Background: an optimization exercise with open tools, aiming at small area. Do not read the settings as production practice. Only simulation tests tie the RTL to the original design; equivalence was not proved.

<file path="run.sh">
#!/bin/bash
# synth_recipe.tcl (not shown) runs the flow's synth.tcl, then flattens the netlist and writes it again
# the make line also repeats each setting of config.mk as NAME=value (left out here)
make -C /OpenROAD-flow-scripts/flow DESIGN_CONFIG=/design/flow/config.mk WORK_HOME=/design/flow/orfs CLKGATE_MAP_FILE= SYNTH_SCRIPT=/design/flow/synth_recipe.tcl finish
</file>
<file path="config.mk">
export PLATFORM = sky130hd
export DESIGN_NAME = mac_nch_acc
export DESIGN_NICKNAME = mac_nch_acc
export VERILOG_FILES = /design/flow/design.v
export SDC_FILE = /design/flow/constraint.sdc
export NUM_CORES = 4
export LEC_CHECK = 0
export CAP_MARGIN = 20
export CORE_MARGIN = 2
export CORE_UTILIZATION = 40
export SLEW_MARGIN = 20
</file>
<file path="constraint.sdc">
create_clock -name core_clock -period 7.5 [get_ports {clk}]
set_input_delay 1.5000 -clock core_clock [delete_from_list [all_inputs] [get_ports {clk}]]
set_output_delay 1.5000 -clock core_clock [all_outputs]
set_load 0.01 [all_outputs]
</file>
<file path="design.v">
module mac_round_sat #(
    parameter int HW = 24,
    parameter int OW = 20
) (
    input  logic [HW-1:0] hi,
    input  logic          half,
    input  logic          rest,
    output logic [OW-1:0] dout,
    output logic          ovf
);
    localparam logic [OW-1:0] SATP = {1'b0, {(OW-1){1'b1}}};
    localparam logic [OW-1:0] SATN = {1'b1, {(OW-2){1'b0}}, 1'b1};
    logic          neg, up;
    logic [HW:0]   quo;
    assign neg = hi[HW-1];
    assign up  = half & (~neg | rest);
    assign quo = {neg, hi} + {{HW{1'b0}}, up};
    assign ovf = ~(&quo[HW:OW-1]) & (|quo[HW:OW-1]);
    assign dout = ovf ? (neg ? SATN : SATP) : quo[OW-1:0];
endmodule
module mac_nch_acc #(
    parameter int DW     = 18,
    parameter int CW     = 28,
    parameter int NCH    = 4,
    parameter int GUARD  = 2,
    parameter int OSHIFT = 24,
    parameter int OW     = 20
) (
    input  logic                         clk,
    input  logic                         rst,
    input  logic                         iv,
    input  logic [DW-1:0]                din,
    input  logic [CW-1:0]                cin,
    input  logic [((NCH <= 1) ? 1 : $clog2(NCH))-1:0]     ch,
    input  logic                         first,
    input  logic                         last,
    output logic [OW-1:0]                dout,
    output logic [((NCH <= 1) ? 1 : $clog2(NCH))-1:0]     och,
    output logic                         ov,
    output logic                         ovf
);
    localparam int AW = DW + CW + GUARD;    
    localparam int NR = DW / 2;             
    localparam int HW = AW - OSHIFT;        
    logic              v1, f1, l1;
    logic [1:0]        ch1;
    logic [DW-1:0]     d1;
    logic [CW-1:0]     c1;
    always_ff @(posedge clk or posedge rst) begin
        if (rst) v1 <= 1'b0;
        else     v1 <= iv;
    end
    always_ff @(posedge clk) begin
        f1  <= first;
        l1  <= last;
        ch1 <= ch;
        d1  <= din;
        c1  <= cin;
    end
    logic [AW-1:0] acc0, acc1, acc2, acc3;
    logic [3:0]    z;
    logic [AW-1:0] accsel, arow, sum;
    always_comb begin
        case (ch1)
            2'd0:    accsel = acc0;
            2'd1:    accsel = acc1;
            2'd2:    accsel = acc2;
            default: accsel = acc3;
        endcase
    end
    assign arow = (f1 | z[ch1]) ? '0 : accsel;
    logic [NR-1:0]    one, two, neg, ppt;
    logic [NR*CW-1:0] pp;
    always_comb begin
        for (int i = 0; i < NR; i++) begin
            logic dm, dc, dp;
            dm = (i == 0) ? 1'b0 : d1[2*i-1];
            dc = d1[2*i];
            dp = d1[2*i+1];
            one[i] = dc ^ dm;
            two[i] = (dp & ~dc & ~dm) | (~dp & dc & dm);
            neg[i] = dp;
            for (int j = 0; j < CW; j++)
                pp[i*CW+j] = ((one[i] & c1[j]) | (two[i] & ((j == 0) ? 1'b0 : c1[j-1]))) ^ neg[i];
            ppt[i] = ~((one[i] & c1[CW-1]) | (two[i] & c1[CW-1])) ^ neg[i];
        end
    end
    logic [AW-1:0] ta, tb;
    logic s1;
    logic c2;
    logic s3;
    logic c4;
    logic s5;
    logic c6;
    logic s7;
    logic c8;
    logic s9;
    logic c10;
    logic s11;
    logic c12;
    logic s13;
    logic c14;
    logic s15;
    logic c16;
    logic s17;
    logic c18;
    logic s19;
    logic c20;
    logic s21;
    logic c22;
    logic s23;
    logic c24;
    logic s25;
    logic c26;
    logic s27;
    logic c28;
    logic s29;
    logic c30;
    logic s31;
    logic c32;
    logic s33;
    logic c34;
    logic s35;
    logic c36;
    logic s37;
    logic c38;
    logic s39;
    logic c40;
    logic s41;
    logic c42;
    logic s43;
    logic c44;
    logic s45;
    logic c46;
    logic s47;
    logic c48;
    logic s49;
    logic c50;
    logic s51;
    logic c52;
    logic s53;
    logic c54;
    logic s55;
    logic c56;
    logic s57;
    logic c58;
    logic s59;
    logic c60;
    logic s61;
    logic c62;
    logic s63;
    logic c64;
    logic s65;
    logic c66;
    logic s67;
    logic c68;
    logic s69;
    logic c70;
    logic s71;
    logic c72;
    logic s73;
    logic c74;
    logic s75;
    logic c76;
    logic s77;
    logic c78;
    logic s79;
    logic c80;
    logic s81;
    logic c82;
    logic s83;
    logic c84;
    logic s85;
    logic c86;
    logic s87;
    logic c88;
    logic s89;
    logic c90;
    logic s91;
    logic c92;
    logic s93;
    logic c94;
    logic s95;
    logic c96;
    logic s97;
    logic c98;
    logic s99;
    logic c100;
    logic s101;
    logic c102;
    logic s103;
    logic c104;
    logic s105;
    logic c106;
    logic s107;
    logic c108;
    logic s109;
    logic c110;
    logic s111;
    logic c112;
    logic s113;
    logic c114;
    logic s115;
    logic c116;
    logic s117;
    logic c118;
    logic s119;
    logic c120;
    logic s121;
    logic c122;
    logic s123;
    logic c124;
    logic s125;
    logic c126;
    logic s127;
    logic c128;
    logic s129;
    logic c130;
    logic s131;
    logic c132;
    logic s133;
    logic c134;
    logic s135;
    logic c136;
    logic s137;
    logic c138;
    logic s139;
    logic c140;
    logic s141;
    logic c142;
    logic s143;
    logic c144;
    logic s145;
    logic c146;
    logic s147;
    logic c148;
    logic s149;
    logic c150;
    logic s151;
    logic c152;
    logic s153;
    logic c154;
    logic s155;
    logic c156;
    logic s157;
    logic c158;
    logic s159;
    logic c160;
    logic s161;
    logic c162;
    logic s163;
    logic c164;
    logic s165;
    logic c166;
    logic s167;
    logic c168;
    logic s169;
    logic c170;
    logic s171;
    logic c172;
    logic s173;
    logic c174;
    logic s175;
    logic c176;
    logic s177;
    logic c178;
    logic s179;
    logic c180;
    logic s181;
    logic c182;
    logic s183;
    logic c184;
    logic s185;
    logic c186;
    logic s187;
    logic c188;
    logic s189;
    logic c190;
    logic s191;
    logic c192;
    logic s193;
    logic c194;
    logic s195;
    logic c196;
    logic s197;
    logic c198;
    logic s199;
    logic c200;
    logic s201;
    logic c202;
    logic s203;
    logic c204;
    logic s205;
    logic c206;
    logic s207;
    logic c208;
    logic s209;
    logic c210;
    logic s211;
    logic c212;
    logic s213;
    logic c214;
    logic s215;
    logic c216;
    logic s217;
    logic c218;
    logic s219;
    logic c220;
    logic s221;
    logic c222;
    logic s223;
    logic c224;
    logic s225;
    logic c226;
    logic s227;
    logic c228;
    logic s229;
    logic c230;
    logic s231;
    logic c232;
    logic s233;
    logic c234;
    logic s235;
    logic c236;
    logic s237;
    logic c238;
    logic s239;
    logic c240;
    logic s241;
    logic c242;
    logic s243;
    logic c244;
    logic s245;
    logic c246;
    logic s247;
    logic c248;
    logic s249;
    logic c250;
    logic s251;
    logic c252;
    logic s253;
    logic c254;
    logic s255;
    logic c256;
    logic s257;
    logic c258;
    logic s259;
    logic c260;
    logic s261;
    logic c262;
    logic s263;
    logic c264;
    logic s265;
    logic c266;
    logic s267;
    logic c268;
    logic s269;
    logic c270;
    logic s271;
    logic c272;
    logic s273;
    logic c274;
    logic s275;
    logic c276;
    logic s277;
    logic c278;
    logic s279;
    logic c280;
    logic s281;
    logic c282;
    logic s283;
    logic c284;
    logic s285;
    logic c286;
    logic s287;
    logic c288;
    logic s289;
    logic c290;
    logic s291;
    logic c292;
    logic s293;
    logic c294;
    logic s295;
    logic c296;
    logic s297;
    logic c298;
    logic s299;
    logic c300;
    logic s301;
    logic c302;
    logic s303;
    logic c304;
    logic s305;
    logic c306;
    logic s307;
    logic c308;
    logic s309;
    logic c310;
    logic s311;
    logic c312;
    logic s313;
    logic c314;
    logic s315;
    logic c316;
    logic s317;
    logic c318;
    logic s319;
    logic c320;
    logic s321;
    logic c322;
    logic s323;
    logic c324;
    logic s325;
    logic c326;
    logic s327;
    logic c328;
    logic s329;
    logic c330;
    logic s331;
    logic c332;
    logic s333;
    logic c334;
    logic s335;
    logic c336;
    logic s337;
    logic c338;
    logic s339;
    logic c340;
    logic s341;
    logic c342;
    logic s343;
    logic c344;
    logic s345;
    logic c346;
    logic s347;
    logic c348;
    logic s349;
    logic c350;
    logic s351;
    logic c352;
    logic s353;
    logic c354;
    logic s355;
    logic c356;
    logic s357;
    logic c358;
    logic s359;
    logic c360;
    logic s361;
    logic c362;
    logic s363;
    logic c364;
    logic s365;
    logic c366;
    logic s367;
    logic c368;
    logic s369;
    logic c370;
    logic s371;
    logic c372;
    logic s373;
    logic c374;
    logic s375;
    logic c376;
    logic s377;
    logic c378;
    logic s379;
    logic c380;
    logic s381;
    logic c382;
    logic s383;
    logic c384;
    logic s385;
    logic c386;
    logic s387;
    logic c388;
    logic s389;
    logic c390;
    logic s391;
    logic c392;
    logic s393;
    logic c394;
    logic s395;
    logic c396;
    logic s397;
    logic c398;
    logic s399;
    logic c400;
    logic s401;
    logic c402;
    logic s403;
    logic c404;
    logic s405;
    logic c406;
    logic s407;
    logic c408;
    logic s409;
    logic c410;
    logic s411;
    logic c412;
    logic s413;
    logic c414;
    logic s415;
    logic c416;
    logic s417;
    logic c418;
    logic s419;
    logic c420;
    logic s421;
    logic c422;
    logic s423;
    logic c424;
    logic s425;
    logic c426;
    logic s427;
    logic c428;
    logic s429;
    logic c430;
    logic s431;
    logic c432;
    logic s433;
    logic c434;
    logic s435;
    logic c436;
    logic s437;
    logic c438;
    logic s439;
    logic c440;
    logic s441;
    logic c442;
    logic s443;
    logic c444;
    logic s445;
    logic c446;
    logic s447;
    logic c448;
    logic s449;
    logic c450;
    logic s451;
    logic c452;
    logic s453;
    logic c454;
    logic s455;
    logic c456;
    logic s457;
    logic c458;
    logic s459;
    logic c460;
    logic s461;
    logic c462;
    logic s463;
    logic c464;
    logic s465;
    logic c466;
    logic s467;
    logic c468;
    logic s469;
    logic c470;
    logic s471;
    logic c472;
    logic s473;
    logic c474;
    logic s475;
    logic c476;
    logic s477;
    logic c478;
    logic s479;
    logic c480;
    logic s481;
    logic c482;
    logic s483;
    logic c484;
    logic s485;
    logic c486;
    logic s487;
    logic c488;
    logic s489;
    logic c490;
    logic s491;
    logic c492;
    logic s493;
    logic c494;
    logic s495;
    logic c496;
    logic s497;
    logic c498;
    logic s499;
    logic c500;
    logic s501;
    logic c502;
    logic s503;
    logic c504;
    logic s505;
    logic c506;
    logic s507;
    logic c508;
    logic s509;
    logic c510;
    logic s511;
    logic c512;
    logic s513;
    logic c514;
    logic s515;
    logic c516;
    logic s517;
    logic c518;
    logic s519;
    logic c520;
    logic s521;
    logic c522;
    logic s523;
    logic c524;
    logic s525;
    logic c526;
    logic s527;
    logic c528;
    logic s529;
    logic c530;
    logic s531;
    logic c532;
    logic s533;
    logic c534;
    logic s535;
    logic c536;
    logic s537;
    logic c538;
    logic s539;
    logic c540;
    logic s541;
    logic c542;
    logic s543;
    logic c544;
    assign s1 = neg[7] ^ arow[14];
    assign c2 = neg[7] & arow[14];
    assign s3 = arow[15] ^ pp[15];
    assign c4 = arow[15] & pp[15];
    assign s5 = neg[8] ^ arow[16] ^ pp[16];
    assign c6 = (neg[8] & arow[16]) | (neg[8] & pp[16]) | (arow[16] & pp[16]);
    assign s7 = pp[42] ^ pp[68];
    assign c8 = pp[42] & pp[68];
    assign s9 = arow[17] ^ pp[17] ^ pp[43];
    assign c10 = (arow[17] & pp[17]) | (arow[17] & pp[43]) | (pp[17] & pp[43]);
    assign s11 = pp[69] ^ pp[95];
    assign c12 = pp[69] & pp[95];
    assign s13 = arow[18] ^ pp[18] ^ pp[44];
    assign c14 = (arow[18] & pp[18]) | (arow[18] & pp[44]) | (pp[18] & pp[44]);
    assign s15 = pp[70] ^ pp[96];
    assign c16 = pp[70] & pp[96];
    assign s17 = arow[19] ^ pp[19] ^ pp[45];
    assign c18 = (arow[19] & pp[19]) | (arow[19] & pp[45]) | (pp[19] & pp[45]);
    assign s19 = pp[71] ^ pp[97];
    assign c20 = pp[71] & pp[97];
    assign s21 = arow[20] ^ pp[20] ^ pp[46];
    assign c22 = (arow[20] & pp[20]) | (arow[20] & pp[46]) | (pp[20] & pp[46]);
    assign s23 = pp[72] ^ pp[98];
    assign c24 = pp[72] & pp[98];
    assign s25 = arow[21] ^ pp[21] ^ pp[47];
    assign c26 = (arow[21] & pp[21]) | (arow[21] & pp[47]) | (pp[21] & pp[47]);
    assign s27 = pp[73] ^ pp[99];
    assign c28 = pp[73] & pp[99];
    assign s29 = arow[22] ^ pp[22] ^ pp[48];
    assign c30 = (arow[22] & pp[22]) | (arow[22] & pp[48]) | (pp[22] & pp[48]);
    assign s31 = pp[74] ^ pp[100];
    assign c32 = pp[74] & pp[100];
    assign s33 = arow[23] ^ pp[23] ^ pp[49];
    assign c34 = (arow[23] & pp[23]) | (arow[23] & pp[49]) | (pp[23] & pp[49]);
    assign s35 = pp[75] ^ pp[101];
    assign c36 = pp[75] & pp[101];
    assign s37 = arow[24] ^ pp[24] ^ pp[50];
    assign c38 = (arow[24] & pp[24]) | (arow[24] & pp[50]) | (pp[24] & pp[50]);
    assign s39 = pp[76] ^ pp[102];
    assign c40 = pp[76] & pp[102];
    assign s41 = arow[25] ^ pp[25] ^ pp[51];
    assign c42 = (arow[25] & pp[25]) | (arow[25] & pp[51]) | (pp[25] & pp[51]);
    assign s43 = pp[77] ^ pp[103];
    assign c44 = pp[77] & pp[103];
    assign s45 = arow[26] ^ pp[26] ^ pp[52];
    assign c46 = (arow[26] & pp[26]) | (arow[26] & pp[52]) | (pp[26] & pp[52]);
    assign s47 = pp[78] ^ pp[104];
    assign c48 = pp[78] & pp[104];
    assign s49 = arow[27] ^ pp[27] ^ pp[53];
    assign c50 = (arow[27] & pp[27]) | (arow[27] & pp[53]) | (pp[27] & pp[53]);
    assign s51 = pp[79] ^ pp[105];
    assign c52 = pp[79] & pp[105];
    assign s53 = ~(arow[28] ^ ppt[0]);
    assign c54 = arow[28] | ppt[0];
    assign s55 = pp[54] ^ pp[80] ^ pp[106];
    assign c56 = (pp[54] & pp[80]) | (pp[54] & pp[106]) | (pp[80] & pp[106]);
    assign s57 = ~(arow[29] ^ pp[55]);
    assign c58 = arow[29] | pp[55];
    assign s59 = pp[81] ^ pp[107];
    assign c60 = pp[81] & pp[107];
    assign s61 = arow[30] ^ ppt[1] ^ pp[82];
    assign c62 = (arow[30] & ppt[1]) | (arow[30] & pp[82]) | (ppt[1] & pp[82]);
    assign s63 = ~arow[31];
    assign c64 = arow[31];
    assign s65 = neg[4] ^ arow[8];
    assign c66 = neg[4] & arow[8];
    assign s67 = arow[9] ^ pp[9];
    assign c68 = arow[9] & pp[9];
    assign s69 = neg[5] ^ arow[10] ^ pp[10];
    assign c70 = (neg[5] & arow[10]) | (neg[5] & pp[10]) | (arow[10] & pp[10]);
    assign s71 = pp[36] ^ pp[62];
    assign c72 = pp[36] & pp[62];
    assign s73 = arow[11] ^ pp[11] ^ pp[37];
    assign c74 = (arow[11] & pp[11]) | (arow[11] & pp[37]) | (pp[11] & pp[37]);
    assign s75 = pp[63] ^ pp[89];
    assign c76 = pp[63] & pp[89];
    assign s77 = neg[6] ^ arow[12] ^ pp[12];
    assign c78 = (neg[6] & arow[12]) | (neg[6] & pp[12]) | (arow[12] & pp[12]);
    assign s79 = pp[38] ^ pp[64] ^ pp[90];
    assign c80 = (pp[38] & pp[64]) | (pp[38] & pp[90]) | (pp[64] & pp[90]);
    assign s81 = pp[116] ^ pp[142];
    assign c82 = pp[116] & pp[142];
    assign s83 = arow[13] ^ pp[13] ^ pp[39];
    assign c84 = (arow[13] & pp[13]) | (arow[13] & pp[39]) | (pp[13] & pp[39]);
    assign s85 = pp[65] ^ pp[91] ^ pp[117];
    assign c86 = (pp[65] & pp[91]) | (pp[65] & pp[117]) | (pp[91] & pp[117]);
    assign s87 = pp[143] ^ pp[169];
    assign c88 = pp[143] & pp[169];
    assign s89 = pp[14] ^ pp[40] ^ pp[66];
    assign c90 = (pp[14] & pp[40]) | (pp[14] & pp[66]) | (pp[40] & pp[66]);
    assign s91 = pp[92] ^ pp[118] ^ pp[144];
    assign c92 = (pp[92] & pp[118]) | (pp[92] & pp[144]) | (pp[118] & pp[144]);
    assign s93 = pp[170] ^ pp[196] ^ s1;
    assign c94 = (pp[170] & pp[196]) | (pp[170] & s1) | (pp[196] & s1);
    assign s95 = pp[41] ^ pp[67] ^ pp[93];
    assign c96 = (pp[41] & pp[67]) | (pp[41] & pp[93]) | (pp[67] & pp[93]);
    assign s97 = pp[119] ^ pp[145] ^ pp[171];
    assign c98 = (pp[119] & pp[145]) | (pp[119] & pp[171]) | (pp[145] & pp[171]);
    assign s99 = pp[197] ^ c2 ^ s3;
    assign c100 = (pp[197] & c2) | (pp[197] & s3) | (c2 & s3);
    assign s101 = pp[94] ^ pp[120] ^ pp[146];
    assign c102 = (pp[94] & pp[120]) | (pp[94] & pp[146]) | (pp[120] & pp[146]);
    assign s103 = pp[172] ^ pp[198] ^ pp[224];
    assign c104 = (pp[172] & pp[198]) | (pp[172] & pp[224]) | (pp[198] & pp[224]);
    assign s105 = c4 ^ s5 ^ s7;
    assign c106 = (c4 & s5) | (c4 & s7) | (s5 & s7);
    assign s107 = pp[121] ^ pp[147] ^ pp[173];
    assign c108 = (pp[121] & pp[147]) | (pp[121] & pp[173]) | (pp[147] & pp[173]);
    assign s109 = pp[199] ^ pp[225] ^ c6;
    assign c110 = (pp[199] & pp[225]) | (pp[199] & c6) | (pp[225] & c6);
    assign s111 = c8 ^ s9 ^ s11;
    assign c112 = (c8 & s9) | (c8 & s11) | (s9 & s11);
    assign s113 = pp[122] ^ pp[148] ^ pp[174];
    assign c114 = (pp[122] & pp[148]) | (pp[122] & pp[174]) | (pp[148] & pp[174]);
    assign s115 = pp[200] ^ pp[226] ^ c10;
    assign c116 = (pp[200] & pp[226]) | (pp[200] & c10) | (pp[226] & c10);
    assign s117 = c12 ^ s13 ^ s15;
    assign c118 = (c12 & s13) | (c12 & s15) | (s13 & s15);
    assign s119 = pp[123] ^ pp[149] ^ pp[175];
    assign c120 = (pp[123] & pp[149]) | (pp[123] & pp[175]) | (pp[149] & pp[175]);
    assign s121 = pp[201] ^ pp[227] ^ c14;
    assign c122 = (pp[201] & pp[227]) | (pp[201] & c14) | (pp[227] & c14);
    assign s123 = c16 ^ s17 ^ s19;
    assign c124 = (c16 & s17) | (c16 & s19) | (s17 & s19);
    assign s125 = pp[124] ^ pp[150] ^ pp[176];
    assign c126 = (pp[124] & pp[150]) | (pp[124] & pp[176]) | (pp[150] & pp[176]);
    assign s127 = pp[202] ^ pp[228] ^ c18;
    assign c128 = (pp[202] & pp[228]) | (pp[202] & c18) | (pp[228] & c18);
    assign s129 = c20 ^ s21 ^ s23;
    assign c130 = (c20 & s21) | (c20 & s23) | (s21 & s23);
    assign s131 = pp[125] ^ pp[151] ^ pp[177];
    assign c132 = (pp[125] & pp[151]) | (pp[125] & pp[177]) | (pp[151] & pp[177]);
    assign s133 = pp[203] ^ pp[229] ^ c22;
    assign c134 = (pp[203] & pp[229]) | (pp[203] & c22) | (pp[229] & c22);
    assign s135 = c24 ^ s25 ^ s27;
    assign c136 = (c24 & s25) | (c24 & s27) | (s25 & s27);
    assign s137 = pp[126] ^ pp[152] ^ pp[178];
    assign c138 = (pp[126] & pp[152]) | (pp[126] & pp[178]) | (pp[152] & pp[178]);
    assign s139 = pp[204] ^ pp[230] ^ c26;
    assign c140 = (pp[204] & pp[230]) | (pp[204] & c26) | (pp[230] & c26);
    assign s141 = c28 ^ s29 ^ s31;
    assign c142 = (c28 & s29) | (c28 & s31) | (s29 & s31);
    assign s143 = pp[127] ^ pp[153] ^ pp[179];
    assign c144 = (pp[127] & pp[153]) | (pp[127] & pp[179]) | (pp[153] & pp[179]);
    assign s145 = pp[205] ^ pp[231] ^ c30;
    assign c146 = (pp[205] & pp[231]) | (pp[205] & c30) | (pp[231] & c30);
    assign s147 = c32 ^ s33 ^ s35;
    assign c148 = (c32 & s33) | (c32 & s35) | (s33 & s35);
    assign s149 = pp[128] ^ pp[154] ^ pp[180];
    assign c150 = (pp[128] & pp[154]) | (pp[128] & pp[180]) | (pp[154] & pp[180]);
    assign s151 = pp[206] ^ pp[232] ^ c34;
    assign c152 = (pp[206] & pp[232]) | (pp[206] & c34) | (pp[232] & c34);
    assign s153 = c36 ^ s37 ^ s39;
    assign c154 = (c36 & s37) | (c36 & s39) | (s37 & s39);
    assign s155 = pp[129] ^ pp[155] ^ pp[181];
    assign c156 = (pp[129] & pp[155]) | (pp[129] & pp[181]) | (pp[155] & pp[181]);
    assign s157 = pp[207] ^ pp[233] ^ c38;
    assign c158 = (pp[207] & pp[233]) | (pp[207] & c38) | (pp[233] & c38);
    assign s159 = c40 ^ s41 ^ s43;
    assign c160 = (c40 & s41) | (c40 & s43) | (s41 & s43);
    assign s161 = pp[130] ^ pp[156] ^ pp[182];
    assign c162 = (pp[130] & pp[156]) | (pp[130] & pp[182]) | (pp[156] & pp[182]);
    assign s163 = pp[208] ^ pp[234] ^ c42;
    assign c164 = (pp[208] & pp[234]) | (pp[208] & c42) | (pp[234] & c42);
    assign s165 = c44 ^ s45 ^ s47;
    assign c166 = (c44 & s45) | (c44 & s47) | (s45 & s47);
    assign s167 = pp[131] ^ pp[157] ^ pp[183];
    assign c168 = (pp[131] & pp[157]) | (pp[131] & pp[183]) | (pp[157] & pp[183]);
    assign s169 = pp[209] ^ pp[235] ^ c46;
    assign c170 = (pp[209] & pp[235]) | (pp[209] & c46) | (pp[235] & c46);
    assign s171 = c48 ^ s49 ^ s51;
    assign c172 = (c48 & s49) | (c48 & s51) | (s49 & s51);
    assign s173 = pp[132] ^ pp[158] ^ pp[184];
    assign c174 = (pp[132] & pp[158]) | (pp[132] & pp[184]) | (pp[158] & pp[184]);
    assign s175 = pp[210] ^ pp[236] ^ c50;
    assign c176 = (pp[210] & pp[236]) | (pp[210] & c50) | (pp[236] & c50);
    assign s177 = c52 ^ s53 ^ s55;
    assign c178 = (c52 & s53) | (c52 & s55) | (s53 & s55);
    assign s179 = pp[133] ^ pp[159] ^ pp[185];
    assign c180 = (pp[133] & pp[159]) | (pp[133] & pp[185]) | (pp[159] & pp[185]);
    assign s181 = pp[211] ^ pp[237] ^ c54;
    assign c182 = (pp[211] & pp[237]) | (pp[211] & c54) | (pp[237] & c54);
    assign s183 = c56 ^ s57 ^ s59;
    assign c184 = (c56 & s57) | (c56 & s59) | (s57 & s59);
    assign s185 = pp[108] ^ pp[134] ^ pp[160];
    assign c186 = (pp[108] & pp[134]) | (pp[108] & pp[160]) | (pp[134] & pp[160]);
    assign s187 = pp[186] ^ pp[212] ^ pp[238];
    assign c188 = (pp[186] & pp[212]) | (pp[186] & pp[238]) | (pp[212] & pp[238]);
    assign s189 = c58 ^ c60 ^ s61;
    assign c190 = (c58 & c60) | (c58 & s61) | (c60 & s61);
    assign s191 = pp[83] ^ pp[109] ^ pp[135];
    assign c192 = (pp[83] & pp[109]) | (pp[83] & pp[135]) | (pp[109] & pp[135]);
    assign s193 = pp[161] ^ pp[187] ^ pp[213];
    assign c194 = (pp[161] & pp[187]) | (pp[161] & pp[213]) | (pp[187] & pp[213]);
    assign s195 = pp[239] ^ s63 ^ c62;
    assign c196 = (pp[239] & s63) | (pp[239] & c62) | (s63 & c62);
    assign s197 = arow[32] ^ ppt[2] ^ pp[110];
    assign c198 = (arow[32] & ppt[2]) | (arow[32] & pp[110]) | (ppt[2] & pp[110]);
    assign s199 = pp[136] ^ pp[162] ^ pp[188];
    assign c200 = (pp[136] & pp[162]) | (pp[136] & pp[188]) | (pp[162] & pp[188]);
    assign s201 = pp[214] ^ pp[240] ^ c64;
    assign c202 = (pp[214] & pp[240]) | (pp[214] & c64) | (pp[240] & c64);
    assign s203 = ~(arow[33] ^ pp[111]);
    assign c204 = arow[33] | pp[111];
    assign s205 = pp[137] ^ pp[163] ^ pp[189];
    assign c206 = (pp[137] & pp[163]) | (pp[137] & pp[189]) | (pp[163] & pp[189]);
    assign s207 = pp[215] ^ pp[241];
    assign c208 = pp[215] & pp[241];
    assign s209 = arow[34] ^ ppt[3] ^ pp[138];
    assign c210 = (arow[34] & ppt[3]) | (arow[34] & pp[138]) | (ppt[3] & pp[138]);
    assign s211 = pp[164] ^ pp[190] ^ pp[216];
    assign c212 = (pp[164] & pp[190]) | (pp[164] & pp[216]) | (pp[190] & pp[216]);
    assign s213 = ~(arow[35] ^ pp[139]);
    assign c214 = arow[35] | pp[139];
    assign s215 = pp[165] ^ pp[191];
    assign c216 = pp[165] & pp[191];
    assign s217 = arow[36] ^ ppt[4] ^ pp[166];
    assign c218 = (arow[36] & ppt[4]) | (arow[36] & pp[166]) | (ppt[4] & pp[166]);
    assign s219 = ~arow[37];
    assign c220 = arow[37];
    assign s221 = neg[2] ^ arow[4];
    assign c222 = neg[2] & arow[4];
    assign s223 = arow[5] ^ pp[5];
    assign c224 = arow[5] & pp[5];
    assign s225 = neg[3] ^ arow[6] ^ pp[6];
    assign c226 = (neg[3] & arow[6]) | (neg[3] & pp[6]) | (arow[6] & pp[6]);
    assign s227 = pp[32] ^ pp[58];
    assign c228 = pp[32] & pp[58];
    assign s229 = arow[7] ^ pp[7] ^ pp[33];
    assign c230 = (arow[7] & pp[7]) | (arow[7] & pp[33]) | (pp[7] & pp[33]);
    assign s231 = pp[59] ^ pp[85];
    assign c232 = pp[59] & pp[85];
    assign s233 = pp[8] ^ pp[34] ^ pp[60];
    assign c234 = (pp[8] & pp[34]) | (pp[8] & pp[60]) | (pp[34] & pp[60]);
    assign s235 = pp[86] ^ pp[112] ^ s65;
    assign c236 = (pp[86] & pp[112]) | (pp[86] & s65) | (pp[112] & s65);
    assign s237 = pp[35] ^ pp[61] ^ pp[87];
    assign c238 = (pp[35] & pp[61]) | (pp[35] & pp[87]) | (pp[61] & pp[87]);
    assign s239 = pp[113] ^ c66 ^ s67;
    assign c240 = (pp[113] & c66) | (pp[113] & s67) | (c66 & s67);
    assign s241 = pp[88] ^ pp[114] ^ pp[140];
    assign c242 = (pp[88] & pp[114]) | (pp[88] & pp[140]) | (pp[114] & pp[140]);
    assign s243 = c68 ^ s69 ^ s71;
    assign c244 = (c68 & s69) | (c68 & s71) | (s69 & s71);
    assign s245 = pp[115] ^ pp[141] ^ c70;
    assign c246 = (pp[115] & pp[141]) | (pp[115] & c70) | (pp[141] & c70);
    assign s247 = c72 ^ s73 ^ s75;
    assign c248 = (c72 & s73) | (c72 & s75) | (s73 & s75);
    assign s249 = pp[168] ^ c74 ^ c76;
    assign c250 = (pp[168] & c74) | (pp[168] & c76) | (c74 & c76);
    assign s251 = s77 ^ s79 ^ s81;
    assign c252 = (s77 & s79) | (s77 & s81) | (s79 & s81);
    assign s253 = c78 ^ c80 ^ c82;
    assign c254 = (c78 & c80) | (c78 & c82) | (c80 & c82);
    assign s255 = s83 ^ s85 ^ s87;
    assign c256 = (s83 & s85) | (s83 & s87) | (s85 & s87);
    assign s257 = c84 ^ c86 ^ c88;
    assign c258 = (c84 & c86) | (c84 & c88) | (c86 & c88);
    assign s259 = s89 ^ s91 ^ s93;
    assign c260 = (s89 & s91) | (s89 & s93) | (s91 & s93);
    assign s261 = c90 ^ c92 ^ s95;
    assign c262 = (c90 & c92) | (c90 & s95) | (c92 & s95);
    assign s263 = s97 ^ c94 ^ s99;
    assign c264 = (s97 & c94) | (s97 & s99) | (c94 & s99);
    assign s265 = c96 ^ c98 ^ s101;
    assign c266 = (c96 & c98) | (c96 & s101) | (c98 & s101);
    assign s267 = s103 ^ c100 ^ s105;
    assign c268 = (s103 & c100) | (s103 & s105) | (c100 & s105);
    assign s269 = c102 ^ c104 ^ s107;
    assign c270 = (c102 & c104) | (c102 & s107) | (c104 & s107);
    assign s271 = s109 ^ c106 ^ s111;
    assign c272 = (s109 & c106) | (s109 & s111) | (c106 & s111);
    assign s273 = c108 ^ s113 ^ c110;
    assign c274 = (c108 & s113) | (c108 & c110) | (s113 & c110);
    assign s275 = s115 ^ c112 ^ s117;
    assign c276 = (s115 & c112) | (s115 & s117) | (c112 & s117);
    assign s277 = c114 ^ s119 ^ c116;
    assign c278 = (c114 & s119) | (c114 & c116) | (s119 & c116);
    assign s279 = s121 ^ c118 ^ s123;
    assign c280 = (s121 & c118) | (s121 & s123) | (c118 & s123);
    assign s281 = c120 ^ s125 ^ c122;
    assign c282 = (c120 & s125) | (c120 & c122) | (s125 & c122);
    assign s283 = s127 ^ c124 ^ s129;
    assign c284 = (s127 & c124) | (s127 & s129) | (c124 & s129);
    assign s285 = c126 ^ s131 ^ c128;
    assign c286 = (c126 & s131) | (c126 & c128) | (s131 & c128);
    assign s287 = s133 ^ c130 ^ s135;
    assign c288 = (s133 & c130) | (s133 & s135) | (c130 & s135);
    assign s289 = c132 ^ s137 ^ c134;
    assign c290 = (c132 & s137) | (c132 & c134) | (s137 & c134);
    assign s291 = s139 ^ c136 ^ s141;
    assign c292 = (s139 & c136) | (s139 & s141) | (c136 & s141);
    assign s293 = c138 ^ s143 ^ c140;
    assign c294 = (c138 & s143) | (c138 & c140) | (s143 & c140);
    assign s295 = s145 ^ c142 ^ s147;
    assign c296 = (s145 & c142) | (s145 & s147) | (c142 & s147);
    assign s297 = c144 ^ s149 ^ c146;
    assign c298 = (c144 & s149) | (c144 & c146) | (s149 & c146);
    assign s299 = s151 ^ c148 ^ s153;
    assign c300 = (s151 & c148) | (s151 & s153) | (c148 & s153);
    assign s301 = c150 ^ s155 ^ c152;
    assign c302 = (c150 & s155) | (c150 & c152) | (s155 & c152);
    assign s303 = s157 ^ c154 ^ s159;
    assign c304 = (s157 & c154) | (s157 & s159) | (c154 & s159);
    assign s305 = c156 ^ s161 ^ c158;
    assign c306 = (c156 & s161) | (c156 & c158) | (s161 & c158);
    assign s307 = s163 ^ c160 ^ s165;
    assign c308 = (s163 & c160) | (s163 & s165) | (c160 & s165);
    assign s309 = c162 ^ s167 ^ c164;
    assign c310 = (c162 & s167) | (c162 & c164) | (s167 & c164);
    assign s311 = s169 ^ c166 ^ s171;
    assign c312 = (s169 & c166) | (s169 & s171) | (c166 & s171);
    assign s313 = c168 ^ s173 ^ c170;
    assign c314 = (c168 & s173) | (c168 & c170) | (s173 & c170);
    assign s315 = s175 ^ c172 ^ s177;
    assign c316 = (s175 & c172) | (s175 & s177) | (c172 & s177);
    assign s317 = c174 ^ s179 ^ c176;
    assign c318 = (c174 & s179) | (c174 & c176) | (s179 & c176);
    assign s319 = s181 ^ c178 ^ s183;
    assign c320 = (s181 & c178) | (s181 & s183) | (c178 & s183);
    assign s321 = c180 ^ s185 ^ s187;
    assign c322 = (c180 & s185) | (c180 & s187) | (s185 & s187);
    assign s323 = c182 ^ c184 ^ s189;
    assign c324 = (c182 & c184) | (c182 & s189) | (c184 & s189);
    assign s325 = c186 ^ c188 ^ s191;
    assign c326 = (c186 & c188) | (c186 & s191) | (c188 & s191);
    assign s327 = s193 ^ s195 ^ c190;
    assign c328 = (s193 & s195) | (s193 & c190) | (s195 & c190);
    assign s329 = c192 ^ c194 ^ s197;
    assign c330 = (c192 & c194) | (c192 & s197) | (c194 & s197);
    assign s331 = s199 ^ s201 ^ c196;
    assign c332 = (s199 & s201) | (s199 & c196) | (s201 & c196);
    assign s333 = c198 ^ c200 ^ s203;
    assign c334 = (c198 & c200) | (c198 & s203) | (c200 & s203);
    assign s335 = s205 ^ s207 ^ c202;
    assign c336 = (s205 & s207) | (s205 & c202) | (s207 & c202);
    assign s337 = pp[242] ^ c204 ^ c206;
    assign c338 = (pp[242] & c204) | (pp[242] & c206) | (c204 & c206);
    assign s339 = c208 ^ s209 ^ s211;
    assign c340 = (c208 & s209) | (c208 & s211) | (s209 & s211);
    assign s341 = pp[217] ^ pp[243] ^ c210;
    assign c342 = (pp[217] & pp[243]) | (pp[217] & c210) | (pp[243] & c210);
    assign s343 = c212 ^ s213 ^ s215;
    assign c344 = (c212 & s213) | (c212 & s215) | (s213 & s215);
    assign s345 = pp[192] ^ pp[218] ^ pp[244];
    assign c346 = (pp[192] & pp[218]) | (pp[192] & pp[244]) | (pp[218] & pp[244]);
    assign s347 = c214 ^ c216 ^ s217;
    assign c348 = (c214 & c216) | (c214 & s217) | (c216 & s217);
    assign s349 = pp[167] ^ pp[193] ^ pp[219];
    assign c350 = (pp[167] & pp[193]) | (pp[167] & pp[219]) | (pp[193] & pp[219]);
    assign s351 = pp[245] ^ s219 ^ c218;
    assign c352 = (pp[245] & s219) | (pp[245] & c218) | (s219 & c218);
    assign s353 = arow[38] ^ ppt[5] ^ pp[194];
    assign c354 = (arow[38] & ppt[5]) | (arow[38] & pp[194]) | (ppt[5] & pp[194]);
    assign s355 = pp[220] ^ pp[246] ^ c220;
    assign c356 = (pp[220] & pp[246]) | (pp[220] & c220) | (pp[246] & c220);
    assign s357 = ~(arow[39] ^ pp[195]);
    assign c358 = arow[39] | pp[195];
    assign s359 = pp[221] ^ pp[247];
    assign c360 = pp[221] & pp[247];
    assign s361 = arow[40] ^ ppt[6] ^ pp[222];
    assign c362 = (arow[40] & ppt[6]) | (arow[40] & pp[222]) | (ppt[6] & pp[222]);
    assign s363 = ~arow[41];
    assign c364 = arow[41];
    assign s365 = neg[1] ^ arow[2];
    assign c366 = neg[1] & arow[2];
    assign s367 = arow[3] ^ pp[3];
    assign c368 = arow[3] & pp[3];
    assign s369 = pp[4] ^ pp[30] ^ pp[56];
    assign c370 = (pp[4] & pp[30]) | (pp[4] & pp[56]) | (pp[30] & pp[56]);
    assign s371 = pp[31] ^ pp[57] ^ c222;
    assign c372 = (pp[31] & pp[57]) | (pp[31] & c222) | (pp[57] & c222);
    assign s373 = pp[84] ^ c224 ^ s225;
    assign c374 = (pp[84] & c224) | (pp[84] & s225) | (c224 & s225);
    assign s375 = c226 ^ c228 ^ s229;
    assign c376 = (c226 & c228) | (c226 & s229) | (c228 & s229);
    assign s377 = c230 ^ c232 ^ s233;
    assign c378 = (c230 & c232) | (c230 & s233) | (c232 & s233);
    assign s379 = c234 ^ s237 ^ c236;
    assign c380 = (c234 & s237) | (c234 & c236) | (s237 & c236);
    assign s381 = c238 ^ s241 ^ c240;
    assign c382 = (c238 & s241) | (c238 & c240) | (s241 & c240);
    assign s383 = c242 ^ s245 ^ c244;
    assign c384 = (c242 & s245) | (c242 & c244) | (s245 & c244);
    assign s385 = c246 ^ s249 ^ c248;
    assign c386 = (c246 & s249) | (c246 & c248) | (s249 & c248);
    assign s387 = c250 ^ s253 ^ c252;
    assign c388 = (c250 & s253) | (c250 & c252) | (s253 & c252);
    assign s389 = c254 ^ s257 ^ c256;
    assign c390 = (c254 & s257) | (c254 & c256) | (s257 & c256);
    assign s391 = c258 ^ s261 ^ c260;
    assign c392 = (c258 & s261) | (c258 & c260) | (s261 & c260);
    assign s393 = c262 ^ s265 ^ c264;
    assign c394 = (c262 & s265) | (c262 & c264) | (s265 & c264);
    assign s395 = c266 ^ s269 ^ c268;
    assign c396 = (c266 & s269) | (c266 & c268) | (s269 & c268);
    assign s397 = c270 ^ s273 ^ c272;
    assign c398 = (c270 & s273) | (c270 & c272) | (s273 & c272);
    assign s399 = c274 ^ s277 ^ c276;
    assign c400 = (c274 & s277) | (c274 & c276) | (s277 & c276);
    assign s401 = c278 ^ s281 ^ c280;
    assign c402 = (c278 & s281) | (c278 & c280) | (s281 & c280);
    assign s403 = c282 ^ s285 ^ c284;
    assign c404 = (c282 & s285) | (c282 & c284) | (s285 & c284);
    assign s405 = c286 ^ s289 ^ c288;
    assign c406 = (c286 & s289) | (c286 & c288) | (s289 & c288);
    assign s407 = c290 ^ s293 ^ c292;
    assign c408 = (c290 & s293) | (c290 & c292) | (s293 & c292);
    assign s409 = c294 ^ s297 ^ c296;
    assign c410 = (c294 & s297) | (c294 & c296) | (s297 & c296);
    assign s411 = c298 ^ s301 ^ c300;
    assign c412 = (c298 & s301) | (c298 & c300) | (s301 & c300);
    assign s413 = c302 ^ s305 ^ c304;
    assign c414 = (c302 & s305) | (c302 & c304) | (s305 & c304);
    assign s415 = c306 ^ s309 ^ c308;
    assign c416 = (c306 & s309) | (c306 & c308) | (s309 & c308);
    assign s417 = c310 ^ s313 ^ c312;
    assign c418 = (c310 & s313) | (c310 & c312) | (s313 & c312);
    assign s419 = c314 ^ s317 ^ c316;
    assign c420 = (c314 & s317) | (c314 & c316) | (s317 & c316);
    assign s421 = s321 ^ c318 ^ c320;
    assign c422 = (s321 & c318) | (s321 & c320) | (c318 & c320);
    assign s423 = c322 ^ s325 ^ c324;
    assign c424 = (c322 & s325) | (c322 & c324) | (s325 & c324);
    assign s425 = c326 ^ s329 ^ c328;
    assign c426 = (c326 & s329) | (c326 & c328) | (s329 & c328);
    assign s427 = c330 ^ s333 ^ s335;
    assign c428 = (c330 & s333) | (c330 & s335) | (s333 & s335);
    assign s429 = s337 ^ c334 ^ s339;
    assign c430 = (s337 & c334) | (s337 & s339) | (c334 & s339);
    assign s431 = c338 ^ s341 ^ c340;
    assign c432 = (c338 & s341) | (c338 & c340) | (s341 & c340);
    assign s433 = s345 ^ c342 ^ c344;
    assign c434 = (s345 & c342) | (s345 & c344) | (c342 & c344);
    assign s435 = c346 ^ s349 ^ s351;
    assign c436 = (c346 & s349) | (c346 & s351) | (s349 & s351);
    assign s437 = c350 ^ s353 ^ s355;
    assign c438 = (c350 & s353) | (c350 & s355) | (s353 & s355);
    assign s439 = c354 ^ s357 ^ s359;
    assign c440 = (c354 & s357) | (c354 & s359) | (s357 & s359);
    assign s441 = pp[248] ^ c358 ^ c360;
    assign c442 = (pp[248] & c358) | (pp[248] & c360) | (c358 & c360);
    assign s443 = pp[223] ^ pp[249] ^ s363;
    assign c444 = (pp[223] & pp[249]) | (pp[223] & s363) | (pp[249] & s363);
    assign s445 = arow[42] ^ ppt[7] ^ pp[250];
    assign c446 = (arow[42] & ppt[7]) | (arow[42] & pp[250]) | (ppt[7] & pp[250]);
    assign s447 = ~arow[43];
    assign c448 = arow[43];
    assign s449 = neg[0] ^ arow[0];
    assign c450 = neg[0] & arow[0];
    assign s451 = arow[1] ^ pp[1];
    assign c452 = arow[1] & pp[1];
    assign s453 = pp[2] ^ pp[28] ^ s365;
    assign c454 = (pp[2] & pp[28]) | (pp[2] & s365) | (pp[28] & s365);
    assign s455 = pp[29] ^ c366 ^ s367;
    assign c456 = (pp[29] & c366) | (pp[29] & s367) | (c366 & s367);
    assign s457 = s221 ^ c368 ^ s369;
    assign c458 = (s221 & c368) | (s221 & s369) | (c368 & s369);
    assign s459 = c370 ^ s223 ^ s371;
    assign c460 = (c370 & s223) | (c370 & s371) | (s223 & s371);
    assign s461 = s227 ^ c372 ^ s373;
    assign c462 = (s227 & c372) | (s227 & s373) | (c372 & s373);
    assign s463 = s231 ^ c374 ^ s375;
    assign c464 = (s231 & c374) | (s231 & s375) | (c374 & s375);
    assign s465 = s235 ^ c376 ^ s377;
    assign c466 = (s235 & c376) | (s235 & s377) | (c376 & s377);
    assign s467 = c378 ^ s239 ^ s379;
    assign c468 = (c378 & s239) | (c378 & s379) | (s239 & s379);
    assign s469 = s243 ^ c380 ^ s381;
    assign c470 = (s243 & c380) | (s243 & s381) | (c380 & s381);
    assign s471 = s247 ^ c382 ^ s383;
    assign c472 = (s247 & c382) | (s247 & s383) | (c382 & s383);
    assign s473 = s251 ^ c384 ^ s385;
    assign c474 = (s251 & c384) | (s251 & s385) | (c384 & s385);
    assign s475 = s255 ^ c386 ^ s387;
    assign c476 = (s255 & c386) | (s255 & s387) | (c386 & s387);
    assign s477 = s259 ^ c388 ^ s389;
    assign c478 = (s259 & c388) | (s259 & s389) | (c388 & s389);
    assign s479 = c390 ^ s263 ^ s391;
    assign c480 = (c390 & s263) | (c390 & s391) | (s263 & s391);
    assign s481 = s267 ^ c392 ^ s393;
    assign c482 = (s267 & c392) | (s267 & s393) | (c392 & s393);
    assign s483 = s271 ^ c394 ^ s395;
    assign c484 = (s271 & c394) | (s271 & s395) | (c394 & s395);
    assign s485 = s275 ^ c396 ^ s397;
    assign c486 = (s275 & c396) | (s275 & s397) | (c396 & s397);
    assign s487 = s279 ^ c398 ^ s399;
    assign c488 = (s279 & c398) | (s279 & s399) | (c398 & s399);
    assign s489 = s283 ^ c400 ^ s401;
    assign c490 = (s283 & c400) | (s283 & s401) | (c400 & s401);
    assign s491 = s287 ^ c402 ^ s403;
    assign c492 = (s287 & c402) | (s287 & s403) | (c402 & s403);
    assign s493 = s291 ^ c404 ^ s405;
    assign c494 = (s291 & c404) | (s291 & s405) | (c404 & s405);
    assign s495 = s295 ^ c406 ^ s407;
    assign c496 = (s295 & c406) | (s295 & s407) | (c406 & s407);
    assign s497 = s299 ^ c408 ^ s409;
    assign c498 = (s299 & c408) | (s299 & s409) | (c408 & s409);
    assign s499 = s303 ^ c410 ^ s411;
    assign c500 = (s303 & c410) | (s303 & s411) | (c410 & s411);
    assign s501 = s307 ^ c412 ^ s413;
    assign c502 = (s307 & c412) | (s307 & s413) | (c412 & s413);
    assign s503 = s311 ^ c414 ^ s415;
    assign c504 = (s311 & c414) | (s311 & s415) | (c414 & s415);
    assign s505 = s315 ^ c416 ^ s417;
    assign c506 = (s315 & c416) | (s315 & s417) | (c416 & s417);
    assign s507 = s319 ^ c418 ^ s419;
    assign c508 = (s319 & c418) | (s319 & s419) | (c418 & s419);
    assign s509 = s323 ^ c420 ^ s421;
    assign c510 = (s323 & c420) | (s323 & s421) | (c420 & s421);
    assign s511 = s327 ^ c422 ^ s423;
    assign c512 = (s327 & c422) | (s327 & s423) | (c422 & s423);
    assign s513 = s331 ^ c424 ^ s425;
    assign c514 = (s331 & c424) | (s331 & s425) | (c424 & s425);
    assign s515 = c332 ^ s427 ^ c426;
    assign c516 = (c332 & s427) | (c332 & c426) | (s427 & c426);
    assign s517 = c336 ^ s429 ^ c428;
    assign c518 = (c336 & s429) | (c336 & c428) | (s429 & c428);
    assign s519 = s343 ^ c430 ^ s431;
    assign c520 = (s343 & c430) | (s343 & s431) | (c430 & s431);
    assign s521 = s347 ^ c432 ^ s433;
    assign c522 = (s347 & c432) | (s347 & s433) | (c432 & s433);
    assign s523 = c348 ^ c434 ^ s435;
    assign c524 = (c348 & c434) | (c348 & s435) | (c434 & s435);
    assign s525 = c352 ^ s437 ^ c436;
    assign c526 = (c352 & s437) | (c352 & c436) | (s437 & c436);
    assign s527 = c356 ^ s439 ^ c438;
    assign c528 = (c356 & s439) | (c356 & c438) | (s439 & c438);
    assign s529 = s361 ^ s441 ^ c440;
    assign c530 = (s361 & s441) | (s361 & c440) | (s441 & c440);
    assign s531 = c362 ^ s443 ^ c442;
    assign c532 = (c362 & s443) | (c362 & c442) | (s443 & c442);
    assign s533 = c364 ^ s445 ^ c444;
    assign c534 = (c364 & s445) | (c364 & c444) | (s445 & c444);
    assign s535 = pp[251] ^ s447 ^ c446;
    assign c536 = (pp[251] & s447) | (pp[251] & c446) | (s447 & c446);
    assign s537 = arow[44] ^ ppt[8] ^ c448;
    assign c538 = (arow[44] & ppt[8]) | (arow[44] & c448) | (ppt[8] & c448);
    assign s539 = ~arow[45];
    assign c540 = arow[45];
    assign s541 = ~arow[46];
    assign c542 = arow[46];
    assign s543 = ~arow[47];
    assign c544 = arow[47];
    assign ta = {c542, c540, c538, c536, c534, c532, c530, c528, c526, c524, c522, c520, c518, c516, c514, c512, c510, c508, c506, c504, c502, c500, c498, c496, c494, c492, c490, c488, c486, c484, c482, c480, c478, c476, c474, c472, c470, c468, c466, c464, c462, c460, c458, c456, c454, c452, c450, s449};
    assign tb = {s543, s541, s539, s537, s535, s533, s531, s529, s527, s525, s523, s521, s519, s517, s515, s513, s511, s509, s507, s505, s503, s501, s499, s497, s495, s493, s491, s489, s487, s485, s483, s481, s479, s477, s475, s473, s471, s469, s467, s465, s463, s461, s459, s457, s455, s453, s451, pp[0]};
    assign sum = ta + tb;
    always_ff @(posedge clk) begin
        if (v1 && ch1 == 2'd0) acc0 <= sum;
        if (v1 && ch1 == 2'd1) acc1 <= sum;
        if (v1 && ch1 == 2'd2) acc2 <= sum;
        if (v1 && ch1 == 2'd3) acc3 <= sum;
    end
    always_ff @(posedge clk or posedge rst) begin
        if (rst) z <= 4'hf;
        else if (v1) z[ch1] <= 1'b0;
    end
    logic          v2;
    logic [1:0]    ch2;
    logic [HW-1:0] h2;
    logic          b2, o2;
    always_ff @(posedge clk or posedge rst) begin
        if (rst) v2 <= 1'b0;
        else     v2 <= v1 & l1;
    end
    always_ff @(posedge clk) begin
        ch2 <= ch1;
        h2  <= sum[AW-1:OSHIFT];
        b2  <= sum[OSHIFT-1];
        o2  <= |sum[OSHIFT-2:0];
    end
    logic [OW-1:0] rs_dout;
    logic          rs_ovf;
    mac_round_sat #(.HW(HW), .OW(OW)) u_round_sat (
        .hi   (h2),
        .half (b2),
        .rest (o2),
        .dout (rs_dout),
        .ovf  (rs_ovf)
    );
    logic          v3, v4;
    logic [1:0]    ch3, ch4;
    logic [OW:0]   r3, r4;
    always_ff @(posedge clk or posedge rst) begin
        if (rst) begin
            v3 <= 1'b0;
            v4 <= 1'b0;
        end else begin
            v3 <= v2;
            v4 <= v3;
        end
    end
    always_ff @(posedge clk) begin
        ch3 <= ch2;
        r3  <= {rs_ovf, rs_dout};
        ch4 <= ch3;
        r4  <= r3;
    end
    always_ff @(posedge clk or posedge rst) begin
        if (rst) begin
            dout <= '0;
            och  <= '0;
            ovf  <= 1'b0;
            ov   <= 1'b0;
        end else begin
            ov <= v4;
            if (v4) begin
                dout <= r4[OW-1:0];
                ovf  <= r4[OW];
                och  <= ch4;
            end
        end
    end
endmodule
</file>
==> results.json <==
{
  "status": "finished clean",
  "path_buf_inv": 6,
  "hold_class": "register to register",
  "cts_tree": "yes",
  "cts_root_buffer": "clkbuf_16",
  "hpwl_microns": 64900,
  "worst_pin_slew_ps": 1120,
  "numPortBuffers": 76,
  "finalMaxSlewViolations": 0,
  "async_flop_share_pct": 9.20,
  "initial_core_util_pct": 40.4,
  "min_period_over_period_pct": 94.2,
  "drt-initial-drc-count": 2735,
  "finalNonFillerCells": 4008,
  "rows": 98,
  "critical_path.max_stage_delay_ps": 570,
  "crit_family": "adder cells",
  "finClkSkew_ps": 40.3,
  "setup_slack_ps": 433,
  "wl_per_cell_microns": 21.9,
  "drc": 0,
  "cp.arrival_ps": 7390,
  "yosysSeqAreaShare_pct": 31.4,
  "via_per_inst": 5.89,
  "dpl_worst_slack_ps": 215,
  "syn_to_final_growth_pct": 10.7,
  "grt_use_met1_pct": 35.4,
  "hold_violations": 0,
  "htree_levels": 2,
  "grt-busiest-layer": "met2",
  "tns_ps": 0,
  "track_usage_pct": 23.7,
  "maxCapViolCount": 0,
  "antenna_cells": 0,
  "die_w_microns": 272,
  "nNetsFinal": 3396,
  "grt_util_met3_pct": 4.02,
  "grt_antenna_before_repair": 2,
  "worstSetupEndpointType": "register",
  "yosys_register_bits": 348,
  "ys.flop_type": "edfxtp_1",
  "period_needed_ps": 7070,
  "overflow": 0,
  "grt_use_met2_pct": 36.0,
  "path_cells": "buf_4 -> nor2_1 -> buf_4 -> a21oi_1 -> o21ai_0 -> buf_4 -> fa_1 -> fa_1 -> fa_1 -> inv_1 -> fa_1 -> fa_1 -> ha_1 -> nand4_1 -> a2111oi_0 -> buf_4 -> o21ai_0 -> a311oi_1 -> buf_4 -> a21oi_1 -> o21ai_0 -> xor2_1",
  "dieHeight_microns": 272,
  "numCtsBuffers": 39,
  "synth.avg_cell_area_sq_um": 9.24,
  "grt_pass1_vias": 22700,
  "startpoint_type": "register",
  "synth.distinct_cells": 67,
  "yosysWarnings": 1,
  "drt_wl_total_microns": 87900,
  "io_pins": 77,
  "worst_skew_pair.late_latency_ps": 600,
  "cp_max_fo": 12,
  "vias": 23600,
  "postSynthCellCount": 3118,
  "grt_max_degree": 112,
  "rsz0062_at_grt": "false",
  "critical_path_required_ps": 7820,
  "path_clk_slew_ps": 60,
  "setup_violations": 0,
  "clockBufferDepth": 3,
  "netlist_area_sq_um": 28800,
  "dr.pass1.iters": 6,
  "drtAntennaViolNets": 0,
  "path_class": "register to register",
  "fmax_mhz": 142,
  "core_area_sq_um": 71400,
  "slew_headroom_pct": 25.2,
  "slowest_stage": "fa_1",
  "synth-edff-count": 192,
  "clock-sinks": 348,
  "r2r_slack_ps": 430,
  "place_congestion": 0.929,
  "synth_nets": 3486,
  "grt_pass1_wl_microns": 138000,
  "dp.cells": 3935,
  "drive_gt1_share_pct": 10.1,
  "die_area_sq_um": 74200,
  "layout.filler_cells": 6746
}
## cells in the mapped netlist, types with 18 or more instances
cell | n | share of area (%)
o22ai_1 | 135 | 2.9
ha_1 | 86 | 3.7
clkbuf_1 | 279 | 3.6
and2_1 | 37 | 0.80
a211oi_1 | 25 | 0.65
nor2b_1 | 41 | 0.89
o221ai_1 | 21 | 0.64
nand3_1 | 33 | 0.57
a22oi_1 | 147 | 3.8
mux2i_1 | 35 | 1.2
o21ai_0 | 185 | 3.2
inv_1 | 265 | 3.5
xnor2_1 | 36 | 1.1
fa_1 | 229 | 16
a221oi_1 | 52 | 1.6
maj3_1 | 58 | 2.0
dfxtp_1 | 124 | 8.6
mux2_2 | 26 | 1.0
dfrtp_1 | 28 | 2.4
a21o_1 | 32 | 0.83
nor2_1 | 202 | 2.6
o311a_1 | 18 | 0.63
nand2_1 | 294 | 3.8
edfxtp_1 | 192 | 20
buf_1 | 54 | 0.70
a21oi_1 | 248 | 4.3
xor2_1 | 41 | 1.2
mux4_2 | 47 | 3.7
## layout make-up
type	count	area, sq um	share of cell area, %
sequential	348	9080	28.5
clock buffer	51	1050	3.30
multi-input combinational	2168	17600	55.0
clock inverter	20	253	0.792
tap	950	1190	3.73
inverter	268	1010	3.15
timing repair buffer	203	1760	5.53
## worst reg2reg max path, delay by kind of cell (launching register included)
kind / cells / cell delay [ps]
buffers and inverters: 6 / 1170
AOI/OAI and AO/OA: 7 / 1660
DFF: 1 / 380
adders and majority gates: 6 / 2650
xor gates and xnor gates: 1 / 390
and+or+nand+nor: 2 / 590
## cell families after synthesis
logic type               Yosys count  share of synthesized area, %
AND/OR/NAND/NOR                  676                          10.2
adder cells (fa/ha/maj)          373                          21.7
multiplexers                     108                          5.90
AO/OA/AOI/OAI                    932                          20.5
XOR/XNOR                          79                          2.45
flip-flops                       348                          31.4
buffers and inverters            602                          7.87
## registers in the layout, indices dropped and copies added (netlist names), 2 cells and up
register,count
ch1,2
acc0,48
acc2,48
d1,18
h2,24
ch3,2
acc3,48
c1,28
dout,20
acc1,48
och,2
z,4
ch4,2
ch2,2
r3,21
r4,21
## repair_timing
item,4_1_cts,5_1_grt
hold buffers,0,0
buffers inserted,0,2
setup endpoints to repair,0,15
gates resized for setup,0,3
## through the flow
step | area (sq um) | util (%) | hold WS (ps)
2_1_floorplan | 28800 | - | 310
3_3_place_gp | 30600 | 42.8 | 314
3_5_place_dp | 30600 | 42.8 | 312
4_1_cts | 31900 | 44.6 | 324
5_1_grt | 31900 | 44.7 | 331
6_report | 31900 | 44.7 | 319
## path summary, 6_finish.rpt
kind                          startpoint                  to  cells after the start
max in group asynchronous            rst    z[2]$_DFFE_PP1P_                      3
setup reg to reg           d1[2]$_DFF_P_  acc0[47]$_DFFE_PP_                     22
min in group asynchronous            rst     ovf$_DFFE_PP0P_                      3
hold reg to reg            r3[9]$_DFF_P_       r4[9]$_DFF_P_                      0
hold / removal             r3[9]$_DFF_P_       r4[9]$_DFF_P_                      0
setup / recovery           d1[2]$_DFF_P_  acc0[47]$_DFFE_PP_                     22
## layer usage
metal  share of wire [%]  vias to the layer above
met5               0.013                        -
met4                 1.9                        2
met3                 8.4                      139
met2                  44                     1032
met1                  46                    11700
li1                    -                    10800
## cells in the final DEF, fill, tap and decap left out, drive strengths merged, types with 76 or more instances in the layout
| master | count |
|---|---|
| nand2 | 294 |
| a22oi | 147 |
| inv | 269 |
| o21ai | 188 |
| nor2 | 202 |
| edfxtp | 192 |
| ha | 86 |
| clkdlybuf4s50 | 76 |
| a21oi | 248 |
| dfxtp | 124 |
| o22ai | 135 |
| buf | 127 |
| fa | 229 |

-- afterwards: timing with drivers on the ports --
The results above use ideal ports. As a check the final layout listed here was re-extracted and re-timed, cells and wires unchanged. Step 1 (the two cells are an assumption about what drives the block):
set clk [get_ports {clk}]
set_driving_cell -lib_cell sky130_fd_sc_hd__clkbuf_16 $clk
set_driving_cell -lib_cell sky130_fd_sc_hd__buf_2 [delete_from_list [all_inputs] $clk]
Step 2 moves the port delays by t, midway between the first and last clock arrival at a register: inputs arrive t later, outputs are due t later. That takes back most of the time a late clock gives input paths. a / b / c = no drivers / after step 1 / after step 2; a / b = the first two.
shift t [ns]: 0.643
setup slack, ns: 0.433 / 0.433 / 0.433
worst hold slack (ns): 0.319 / 0.319 / 0.319
worst slew at a driven data input, ns: 0.07
pins driven straight from the clock port: 1
After both steps setup and hold are still met in this run. The setup slack of this run moves by 0.000 ns with the drivers and by 0.000 ns with both steps.
